From an optimization exercise on the open Yosys and OpenROAD flow, aimed at small area, a short achievable clock period and few clock cycles per item; shortcuts taken in it are not production practice. Function was checked by simulation only, so behaviour that the tests miss may differ from the original. Power is estimated from default activity; no workload was simulated.

==> design/flow/config.mk <==
export PLATFORM = sky130hd
export DESIGN_NAME = glyph_atlas_shelf_packer_writer_unit
export DESIGN_NICKNAME = glyph_atlas_shelf_packer_writer_unit
export VERILOG_FILES = /design/flow/design.v
export SDC_FILE = /design/flow/constraint.sdc
export NUM_CORES = 4
export LEC_CHECK = 0
export CAP_MARGIN = 20
export CORE_MARGIN = 2
export CORE_UTILIZATION = 40
export SLEW_MARGIN = 20
==> design/flow/constraint.sdc <==
create_clock -name core_clock -period 12.0 [get_ports {i_clk}]
set_input_delay 2.4000 -clock core_clock [delete_from_list [all_inputs] [get_ports {i_clk}]]
set_output_delay 2.4000 -clock core_clock [all_outputs]
set_load 0.01 [all_outputs]
==> design/flow/design.v <==
`timescale 1ns / 1ps
package gasp_pkg;
    localparam int MAX_PAGES   = 16;
    localparam int MAX_SIDE    = 4096;
    localparam int QUEUE_DEPTH = 2;
    localparam int SIDE_W = 13;
    localparam int POS_W  = 12;
    localparam int PAGE_W = 4;
    localparam logic CFG_ATLAS_WIDTH  = 1'b0;
    localparam logic CFG_ATLAS_HEIGHT = 1'b1;
    localparam logic [SIDE_W-1:0] RESET_SIDE = SIDE_W'(1024);
    localparam logic CMD_PLACE = 1'b0;
    localparam logic CMD_PIXEL = 1'b1;
    localparam logic [1:0] FMT_BGRA = 2'd0;
    localparam logic [1:0] FMT_GRAY = 2'd1;
    localparam logic [1:0] FMT_MONO = 2'd2;
    typedef enum logic [2:0] {
        ST_OK        = 3'd0,
        ST_EMPTY     = 3'd1,
        ST_NO_PAGES  = 3'd2,
        ST_OUTSIDE   = 3'd3,
        ST_NO_GLYPH  = 3'd4
    } t_status;
    typedef struct packed {
        logic              cmd;
        logic [SIDE_W-1:0] glyph_width;
        logic [SIDE_W-1:0] glyph_height;
        logic [1:0]        pixel_format;
        logic [7:0]        chan_b;
        logic [7:0]        chan_g;
        logic [7:0]        chan_r;
        logic [7:0]        chan_a;
        logic              mono_bit;
    } t_in_word;
    typedef struct packed {
        logic              is_pixel;
        logic [2:0]        status;
        logic [PAGE_W-1:0] page;
        logic [POS_W-1:0]  pos_x;
        logic [POS_W-1:0]  pos_y;
        logic              color_src;
        logic [7:0]        out_r;
        logic [7:0]        out_g;
        logic [7:0]        out_b;
        logic [7:0]        out_a;
    } t_out_word;
    typedef struct packed {
        t_out_word word;
        logic      need_div;
    } t_job;
    typedef struct packed {
        logic full;
        logic empty;
    } t_queue_stat;
endpackage
`timescale 1ns / 1ps
module gasp_front (
    input  logic                i_clk,
    input  logic                i_rst_n,
    input  logic                i_cfg_we,
    input  logic                i_cfg_index,
    input  logic [12:0]         i_cfg_data,
    input  logic                i_in_valid,
    output logic                o_in_ready,
    input  gasp_pkg::t_in_word  i_in_word,
    input  gasp_pkg::t_queue_stat i_qstat,
    output logic                o_push,
    output gasp_pkg::t_job      o_job
);
    localparam int SW = gasp_pkg::SIDE_W;
    localparam int PW = gasp_pkg::PAGE_W;
    logic [SW-1:0] r_atlas_w, r_atlas_h;
    logic [SW-1:0] r_cx, r_cy, r_rh, r_aw_g, r_ah_g, r_col, r_row;
    logic [SW-1:0] n_cx, n_cy, n_rh, n_aw_g, n_ah_g, n_col, n_row;
    logic [PW-1:0] r_page, n_page;
    logic [11:0]   r_ox, r_oy, n_ox, n_oy;
    logic [1:0]    r_fmt, n_fmt;
    logic          r_active, n_active;
    logic [SW-1:0] aw, ah, cx1, cy1, rh1;
    logic          wrap, need_page;
    logic [SW:0]   col_inc, row_inc;
    logic          accept;
    gasp_pkg::t_job job;
    assign o_in_ready = !i_qstat.full;
    assign accept     = i_in_valid && o_in_ready;
    always_ff @(posedge i_clk) begin
        if (!i_rst_n) begin
            r_atlas_w <= gasp_pkg::RESET_SIDE;
            r_atlas_h <= gasp_pkg::RESET_SIDE;
        end else if (i_cfg_we) begin
            if (i_cfg_index == gasp_pkg::CFG_ATLAS_WIDTH) begin
                r_atlas_w <= i_cfg_data;
            end else begin
                r_atlas_h <= i_cfg_data;
            end
        end
    end
    always_comb begin
        aw = r_atlas_w;
        ah = r_atlas_h;
        if (aw == '0) aw = SW'(1);
        else if (aw > SW'(gasp_pkg::MAX_SIDE)) aw = SW'(gasp_pkg::MAX_SIDE);
        if (ah == '0) ah = SW'(1);
        else if (ah > SW'(gasp_pkg::MAX_SIDE)) ah = SW'(gasp_pkg::MAX_SIDE);
    end
    always_comb begin
        n_cx = r_cx; n_cy = r_cy; n_rh = r_rh; n_page = r_page;
        n_ox = r_ox; n_oy = r_oy; n_aw_g = r_aw_g; n_ah_g = r_ah_g;
        n_col = r_col; n_row = r_row; n_fmt = r_fmt; n_active = r_active;
        job = '0;
        wrap = ({1'b0, r_cx} + {1'b0, i_in_word.glyph_width}) > {1'b0, aw};
        cx1 = wrap ? '0 : r_cx;
        cy1 = wrap ? SW'(r_cy + r_rh) : r_cy;
        rh1 = wrap ? '0 : r_rh;
        need_page = ({1'b0, cy1} + {1'b0, i_in_word.glyph_height}) > {1'b0, ah};
        col_inc = {1'b0, r_col} + (SW+1)'(1);
        row_inc = {1'b0, r_row} + (SW+1)'(1);
        if (i_in_word.cmd == gasp_pkg::CMD_PLACE) begin
            job.word.is_pixel  = 1'b0;
            job.word.page      = r_page;
            job.word.color_src = (i_in_word.pixel_format == gasp_pkg::FMT_BGRA);
            n_active = 1'b0;
            if (i_in_word.glyph_width == '0 || i_in_word.glyph_height == '0) begin
                job.word.status = gasp_pkg::ST_EMPTY;
            end else if (i_in_word.glyph_width > aw || i_in_word.glyph_height > ah) begin
                job.word.status = gasp_pkg::ST_OUTSIDE;
            end else if (need_page && r_page >= PW'(gasp_pkg::MAX_PAGES - 1)) begin
                job.word.status = gasp_pkg::ST_NO_PAGES;
                n_cx = cx1; n_cy = cy1; n_rh = rh1;
            end else begin
                if (need_page) begin
                    n_page = r_page + PW'(1);
                    cx1 = '0; cy1 = '0; rh1 = '0;
                end
                n_ox = cx1[11:0];
                n_oy = cy1[11:0];
                n_rh = (i_in_word.glyph_height > rh1) ? i_in_word.glyph_height : rh1;
                n_cx = SW'(cx1 + i_in_word.glyph_width);
                n_cy = cy1;
                n_aw_g = i_in_word.glyph_width;
                n_ah_g = i_in_word.glyph_height;
                n_fmt = i_in_word.pixel_format;
                n_col = '0;
                n_row = '0;
                n_active = 1'b1;
                job.word.status = gasp_pkg::ST_OK;
                job.word.page   = n_page;
                job.word.pos_x  = n_ox;
                job.word.pos_y  = n_oy;
            end
        end else if (!r_active) begin
            job.word.is_pixel = 1'b1;
            job.word.status   = gasp_pkg::ST_NO_GLYPH;
        end else begin
            job.word.is_pixel  = 1'b1;
            job.word.status    = gasp_pkg::ST_OK;
            job.word.page      = r_page;
            job.word.pos_x     = r_ox + r_col[11:0];
            job.word.pos_y     = r_oy + r_row[11:0];
            job.word.color_src = (r_fmt == gasp_pkg::FMT_BGRA);
            case (r_fmt)
                gasp_pkg::FMT_BGRA: begin
                    job.word.out_r = i_in_word.chan_r;
                    job.word.out_g = i_in_word.chan_g;
                    job.word.out_b = i_in_word.chan_b;
                    job.word.out_a = i_in_word.chan_a;
                    job.need_div   = (i_in_word.chan_a != 8'd0) &&
                                     (i_in_word.chan_a != 8'd255);
                end
                gasp_pkg::FMT_GRAY: begin
                    job.word.out_r = 8'd255;
                    job.word.out_g = 8'd255;
                    job.word.out_b = 8'd255;
                    job.word.out_a = i_in_word.chan_a;
                end
                gasp_pkg::FMT_MONO: begin
                    job.word.out_r = 8'd255;
                    job.word.out_g = 8'd255;
                    job.word.out_b = 8'd255;
                    job.word.out_a = i_in_word.mono_bit ? 8'd255 : 8'd0;
                end
                default: begin
                    job.word.out_a = 8'd0;
                end
            endcase
            if (col_inc >= {1'b0, r_aw_g}) begin
                n_col = '0;
                if (row_inc >= {1'b0, r_ah_g}) begin
                    n_row = '0;
                    n_active = 1'b0;
                end else begin
                    n_row = row_inc[SW-1:0];
                end
            end else begin
                n_col = col_inc[SW-1:0];
            end
        end
    end
    always_ff @(posedge i_clk) begin
        if (!i_rst_n) begin
            r_cx <= '0; r_cy <= '0; r_rh <= '0; r_page <= '0;
            r_ox <= '0; r_oy <= '0; r_aw_g <= '0; r_ah_g <= '0;
            r_col <= '0; r_row <= '0; r_fmt <= '0; r_active <= 1'b0;
        end else if (accept) begin
            r_cx <= n_cx; r_cy <= n_cy; r_rh <= n_rh; r_page <= n_page;
            r_ox <= n_ox; r_oy <= n_oy; r_aw_g <= n_aw_g; r_ah_g <= n_ah_g;
            r_col <= n_col; r_row <= n_row; r_fmt <= n_fmt; r_active <= n_active;
        end
    end
    assign o_push = accept;
    assign o_job  = job;
endmodule
`timescale 1ns / 1ps
module gasp_queue #(
    parameter int DEPTH = gasp_pkg::QUEUE_DEPTH
) (
    input  logic                  i_clk,
    input  logic                  i_rst_n,
    input  logic                  i_push,
    input  gasp_pkg::t_job        i_job,
    input  logic                  i_pop,
    output gasp_pkg::t_job        o_head,
    output gasp_pkg::t_queue_stat o_stat
);
    localparam int PTR_W = (DEPTH > 1) ? $clog2(DEPTH) : 1;
    localparam int CNT_W = $clog2(DEPTH + 1);
    logic [65:0] r_mem [DEPTH];
    logic [PTR_W-1:0] r_wptr, r_rptr;
    logic [CNT_W-1:0] r_count;
    always_ff @(posedge i_clk) begin
        if (i_push) begin
            r_mem[r_wptr] <= i_job;
        end
    end
    always_ff @(posedge i_clk) begin
        if (!i_rst_n) begin
            r_wptr  <= '0;
            r_rptr  <= '0;
            r_count <= '0;
        end else begin
            if (i_push) begin
                r_wptr <= (r_wptr == PTR_W'(DEPTH - 1)) ? '0 : r_wptr + PTR_W'(1);
            end
            if (i_pop) begin
                r_rptr <= (r_rptr == PTR_W'(DEPTH - 1)) ? '0 : r_rptr + PTR_W'(1);
            end
            if (i_push && !i_pop) begin
                r_count <= r_count + CNT_W'(1);
            end else if (i_pop && !i_push) begin
                r_count <= r_count - CNT_W'(1);
            end
        end
    end
    assign o_head       = r_mem[r_rptr];
    assign o_stat.full  = (r_count == CNT_W'(DEPTH));
    assign o_stat.empty = (r_count == '0);
endmodule
`timescale 1ns / 1ps
module gasp_back (
    input  logic                  i_clk,
    input  logic                  i_rst_n,
    input  gasp_pkg::t_job        i_head,
    input  gasp_pkg::t_queue_stat i_qstat,
    output logic                  o_pop,
    output logic                  o_out_valid,
    input  logic                  i_out_ready,
    output gasp_pkg::t_out_word   o_out_word
);
    typedef enum logic [2:0] {
        S_IDLE = 3'b001,
        S_DIV  = 3'b010,
        S_DONE = 3'b100
    } t_state;
    t_state r_state, n_state;
    gasp_pkg::t_out_word r_job, r_out;
    logic        r_out_valid;
    logic [3:0]  r_step;
    logic [15:0] r_num [3];
    logic [7:0]  r_rem [3];
    logic [8:0]  trial [3];
    logic [7:0]  chan  [3];
    logic [7:0]  quo   [3];
    logic        out_free, take;
    gasp_pkg::t_out_word done_word;
    assign out_free = !r_out_valid || i_out_ready;
    assign take     = (r_state == S_IDLE) && !i_qstat.empty && out_free;
    assign o_pop    = take;
    assign chan[0] = i_head.word.out_r;
    assign chan[1] = i_head.word.out_g;
    assign chan[2] = i_head.word.out_b;
    always_comb begin
        for (int k = 0; k < 3; k++) begin
            trial[k] = {r_rem[k], r_num[k][15]};
            quo[k]   = (r_num[k][15:8] != 8'd0) ? 8'd255 : r_num[k][7:0];
        end
        done_word       = r_job;
        done_word.out_r = quo[0];
        done_word.out_g = quo[1];
        done_word.out_b = quo[2];
    end
    always_comb begin
        n_state = r_state;
        case (r_state)
            S_IDLE: if (take && i_head.need_div) n_state = S_DIV;
            S_DIV:  if (r_step == 4'd15) n_state = S_DONE;
            S_DONE: if (out_free) n_state = S_IDLE;
            default: n_state = S_IDLE;
        endcase
    end
    always_ff @(posedge i_clk) begin
        if (!i_rst_n) begin
            r_state     <= S_IDLE;
            r_out_valid <= 1'b0;
        end else begin
            r_state <= n_state;
            if ((take && !i_head.need_div) || (r_state == S_DONE && out_free)) begin
                r_out_valid <= 1'b1;
            end else if (i_out_ready) begin
                r_out_valid <= 1'b0;
            end
        end
    end
    always_ff @(posedge i_clk) begin
        if (take) begin
            r_job  <= i_head.word;
            r_step <= '0;
            for (int k = 0; k < 3; k++) begin
                r_num[k] <= {chan[k], 8'd0} - {8'd0, chan[k]};
                r_rem[k] <= '0;
            end
        end else if (r_state == S_DIV) begin
            r_step <= r_step + 4'd1;
            for (int k = 0; k < 3; k++) begin
                if (trial[k] >= {1'b0, r_job.out_a}) begin
                    r_rem[k] <= 8'(trial[k] - {1'b0, r_job.out_a});
                    r_num[k] <= {r_num[k][14:0], 1'b1};
                end else begin
                    r_rem[k] <= trial[k][7:0];
                    r_num[k] <= {r_num[k][14:0], 1'b0};
                end
            end
        end
        if (take && !i_head.need_div) begin
            r_out <= i_head.word;
        end else if (r_state == S_DONE && out_free) begin
            r_out <= done_word;
        end
    end
    assign o_out_valid = r_out_valid;
    assign o_out_word  = r_out;
endmodule
`timescale 1ns / 1ps
module glyph_atlas_shelf_packer_writer_unit #(
    parameter int QUEUE_DEPTH = gasp_pkg::QUEUE_DEPTH
) (
    input  logic                 i_clk,
    input  logic                 i_rst_n,
    input  logic                 i_cfg_we,
    input  logic                 i_cfg_index,
    input  logic [12:0]          i_cfg_data,
    input  logic                 i_in_valid,
    output logic                 o_in_ready,
    input  logic [61:0]          i_in_word,
    output logic                 o_out_valid,
    input  logic                 i_out_ready,
    output logic [64:0]          o_out_word
);
    gasp_pkg::t_in_word    in_word;
    gasp_pkg::t_out_word   out_word;
    assign in_word    = i_in_word;
    assign o_out_word = out_word;
    gasp_pkg::t_job        push_job, head_job;
    gasp_pkg::t_queue_stat qstat;
    logic                  push, pop;
    gasp_front u_front (
        .i_clk      (i_clk),
        .i_rst_n    (i_rst_n),
        .i_cfg_we   (i_cfg_we),
        .i_cfg_index(i_cfg_index),
        .i_cfg_data (i_cfg_data),
        .i_in_valid (i_in_valid),
        .o_in_ready (o_in_ready),
        .i_in_word  (in_word),
        .i_qstat    (qstat),
        .o_push     (push),
        .o_job      (push_job)
    );
    gasp_queue #(.DEPTH(QUEUE_DEPTH)) u_queue (
        .i_clk  (i_clk),
        .i_rst_n(i_rst_n),
        .i_push (push),
        .i_job  (push_job),
        .i_pop  (pop),
        .o_head (head_job),
        .o_stat (qstat)
    );
    gasp_back u_back (
        .i_clk      (i_clk),
        .i_rst_n    (i_rst_n),
        .i_head     (head_job),
        .i_qstat    (qstat),
        .o_pop      (pop),
        .o_out_valid(o_out_valid),
        .i_out_ready(i_out_ready),
        .o_out_word (out_word)
    );
endmodule
==> design/flow/run.sh <==
#!/bin/bash
# synth_recipe.tcl (not shown) runs the flow's synth.tcl, then flattens the netlist and writes it again
# the make line also repeats each setting of config.mk as NAME=value (left out here)
make -C /OpenROAD-flow-scripts/flow DESIGN_CONFIG=/design/flow/config.mk WORK_HOME=/design/flow/orfs CLKGATE_MAP_FILE= SYNTH_SCRIPT=/design/flow/synth_recipe.tcl finish
==> notes.md <==
==> state kept, by name, summed over array words and instances (netlist names), 24 cells and up, named ones only <==
name / cells
u_back.r_job: 41
u_back.r_num: 48
u_back.r_out: 65
u_back.r_rem: 24
u_queue.r_mem: 132
==> how the worst min path moves through the flow <==
stage	slack, ns	depth (start not counted)	to
after floorplan	0.43	2	u_front.r_row[12]$_SDFFE_PN0P_
after global placement	0.44	2	u_front.r_ah_g[3]$_SDFFE_PN0P_
after detailed placement	0.45	2	u_front.r_aw_g[5]$_SDFFE_PN0P_
after CTS	0.46	2	u_front.r_aw_g[5]$_SDFFE_PN0P_
after global routing	0.48	2	u_front.r_ah_g[2]$_SDFFE_PN0P_
final	0.46	2	u_front.r_ah_g[4]$_SDFFE_PN0P_
==> metal layers <==
layer | wire length (µm) | GRT usage [%]
met3 | 3820 | 2.933
met2 | 32370 | 33.46
met1 | 30980 | 27.12
met5 | 0 | 0
met4 | 1791 | 5.810
==> power by group <==
group / total, µW / internal, µW / switching [µW]
Sequential: 2400 / 2230 / 166
Combinational: 1680 / 694 / 985
Clock: 1690 / 992 / 695
Total: 5770 / 3920 / 1850
==> cell type report <==
class                           instances  area, µm²  share of cell area [%]
Clock buffer                           63       1436                   4.629
Clock inverter                         35      386.6                   1.246
Inverter                              111      417.9                   1.347
Multi-Input combinational cell       1934      13270                   42.75
Sequential cell                       471      12300                   39.62
Tap cell                              864       1081                   3.484
Timing Repair Buffer                  230       2147                   6.919
==> what timing repair did <==
| action | in CTS | in global routing |
|---|---|---|
| hold buffers | 0 | 0 |
| resized for setup | 0 | 11 |
| endpoints found under the setup margin | 0 | 19 |
==> layout by cell type, fill, tap and decap left out, types with 16 or more instances in the layout <==
master             n
nor3_1            52
and3_1            31
and2_1            17
dfxtp_1          184
clkdlybuf4s50_1  146
nand2b_1          25
a21oi_1          209
inv_1            108
a31oi_1           19
o22ai_1           31
o21ai_0          108
a22o_1            17
a21o_1            43
nor2b_1           25
nand3_1           70
edfxtp_1         286
nand4_1           28
xnor2_1           83
nand2_1          376
ha_1             199
nor2_1           138
mux2i_1           65
buf_4             79
clkbuf_16         55
xor2_1            40
o21a_1            16
mux2_2            85
nor4_1            23
o21bai_1          16
==> metrics by stage <==
stage | area (µm²) | setup TNS, ns | std cells
finish | 31030 | 0 | 3708
global route | 31030 | 0 | 3708
CTS | 30950 | 0 | 3707
detailed placement | 29130 | -5.179 | 3609
global placement | 29110 | -1.718 | 3609
floorplan | 26320 | 0 | 2629
==> worst max-delay path, delay by kind of cell <==
family,cells,cell delay [ns]
simple gates,14,2.12
xor+xnor,2,0.27
buf+inv,4,1.01
mux,1,0.37
compound gates,18,3.77
fa+ha+maj,6,1.82
==> kinds of logic after synthesis <==
logic type      share of synthesized area [%]
mux                                     6.108
xor+xnor                                4.093
flops                                   46.70
fa+ha+maj                               10.14
buf+inv                                 3.275
simple gates                            15.32
compound gates                          14.37
==> run_results.csv <==
group,metric,value,unit
status,status,"finished clean",
drt,drt_wl_total,68970,µm
sta,finalSetupViolations,0,
die,die_x,260.5,µm
die,io_pins,148,
layout,nets,3089,
logic_synthesis,synthTopCellsByCount,"nand2_1 (376), edfxtp_1 (286), a21oi_1 (210)",
critical_path,cpMostUsedCell,"ha_1",
clock_tree,clock_sinks,471,
sta,hold_viol,0,
critical_path,cp.required,12.49,ns
job,maxCapViolCount,0,
logic_synthesis,synth-edff-count,286,
drt,drt-initial-drc-count,1327,
layout,nFillCells,6014,
logic_synthesis,yosys.area.top_type_share,32.63,%
critical_path,cpMaxStageDelayCell,"clkdlybuf4s50_1",
logic_synthesis,synth_ff_type,"edfxtp_1",
sta,skew,0.01578,ns
drt,postRouteAntennaNets,0,
clock_tree,cts-root-buf,"clkbuf_16",
logic_synthesis,synthTopCellsByArea,"edfxtp_1 (33%), dfxtp_1 (14%), ha_1 (9.5%), nand2_1 (5.4%), a21oi_1 (4.0%)",
placement,gp_congestion,0.8776,
die,dieHeight,260.5,µm
sta,hold_ws,0.4569,ns
sta,period_share,94.08,%
logic_synthesis,netlist_area,0.02632,mm²
power_and_ir_drop,p_per_area,185.8,mW/mm²
power_and_ir_drop,ir_worst_vdd,0.1660,mV
clock_tree,h-tree-depth,2,
critical_path,reg2reg_depth,44,
worst_hold_path,min_from,"u_front.r_ah_g[4]$_SDFFE_PN0P_",
sta,fmax,0.08858,GHz
layout,diodes,0,
critical_path,crit_type,"in2reg",
placement,portBuffers,147,
clock_tree,numCtsBuffers,52,
critical_path,startpoint,"i_in_word[48]",
logic_synthesis,syn-mean-instance-area,10.01,µm²
global_route,track_usage,20.09,%
worst_hold_path,hold_path.class,"reg2reg",
drt,vias,20400,
sta,layout_setup_ws,0.7106,ns
clock_tree,postCtsSetupRepairBufs,0,
clock_tree,clk_pin_slew_worst_paths,0.07,ns
critical_path,crit_fanout,24,
clock_tree,clk_latency,0.61,ns
global_route,grt_max_degree,98,
placement,hpwl,49800,µm
layout,final_layout_size_suffix_gt1_share,10.79,%
drt,drtPass1Iterations,5,
critical_path,r2r_start,"u_front.r_cx[0]$_SDFFE_PN0P_",
clock_tree,cts_tree,"built",
critical_path,cp-end-kind,"register",
critical_path,worstPathArrival,11.78,ns
critical_path,rr_endpoint,"u_front.r_rh[6]$_SDFFE_PN0P_",
logic_synthesis,synth_top_cell_by_area,"edfxtp_1",
logic_synthesis,async_reset_ff_share,0,%
logic_synthesis,synthCells,2629,
die,core_area,0.06551,mm²
global_route,grt_pass1_wl,108600,µm
sta,tightest_slew,1.016,ns
power_and_ir_drop,p_total,5767,µW
layout,post-route-util,47.37,%
logic_synthesis,ys.warnings.count,8,
sta,grt_setup_unrepaired,"false",
sta,slew_violations,0,
drt,avgViaCountPerCell,5.501,
logic_synthesis,yosysMostFrequentCell,"nand2_1",
drt,drc,0,
die,initial_core_util,40.18,%
global_route,grt.overflow.total,0,
critical_path,start_kind,"input port",
placement,dpl_worst_slack,-0.4207,ns
global_route,antenna_found_initial,0,
logic_synthesis,ys_ff_latch,471,
sta,slew_headroom,31.72,%
logic_synthesis,yosysSeqAreaShare,46.70,%
critical_path,rrSetupSlack,2.58,ns
logic_synthesis,synth_cell_type_count,82,
logic_synthesis,syn_nets,2918,
power_and_ir_drop,total_leakage_power,0.01206,µW
layout,syn2layout_area_growth,17.89,%
die,die_area,0.06787,mm²
critical_path,cp-endpoint,"u_front.r_rh[6]$_SDFFE_PN0P_",
drt,wl_per_cell,18.60,µm
clock_tree,clk_path_buf_depth,3,
critical_path,critPathMaxStageDelay,0.42,ns
global_route,grt_pass1_vias,20000,
die,rows,94,
sta,min_period,11.29,ns
Testbench counts, summed over its fixed seeds: cycles 33,161, items 10,331.

[port drivers added, routing unchanged]
The results above use ideal ports. As a check the final layout listed here was re-extracted and re-timed, cells and wires unchanged.
Step 1 sets driving cells, clkbuf_16 on the clock port and buf_2 on the other inputs (assumed; they add their load-dependent delay and slew).
Step 2 moves the port delays by t, midway between the first and last clock arrival at a register: inputs arrive t later, outputs are due t later. That takes back most of the time a late clock gives input paths.
Slacks: no drivers / after step 1 / after step 2; pairs: no drivers / after step 1.
shift t [ns]: 0.659
slack for setup (ns): 0.711 / 0.746 / 0.087
pins driven straight from the clock port: 1
After both steps setup and hold are still met in this run. The setup slack of this run moves by +0.035 ns with the drivers and by -0.624 ns with both steps.
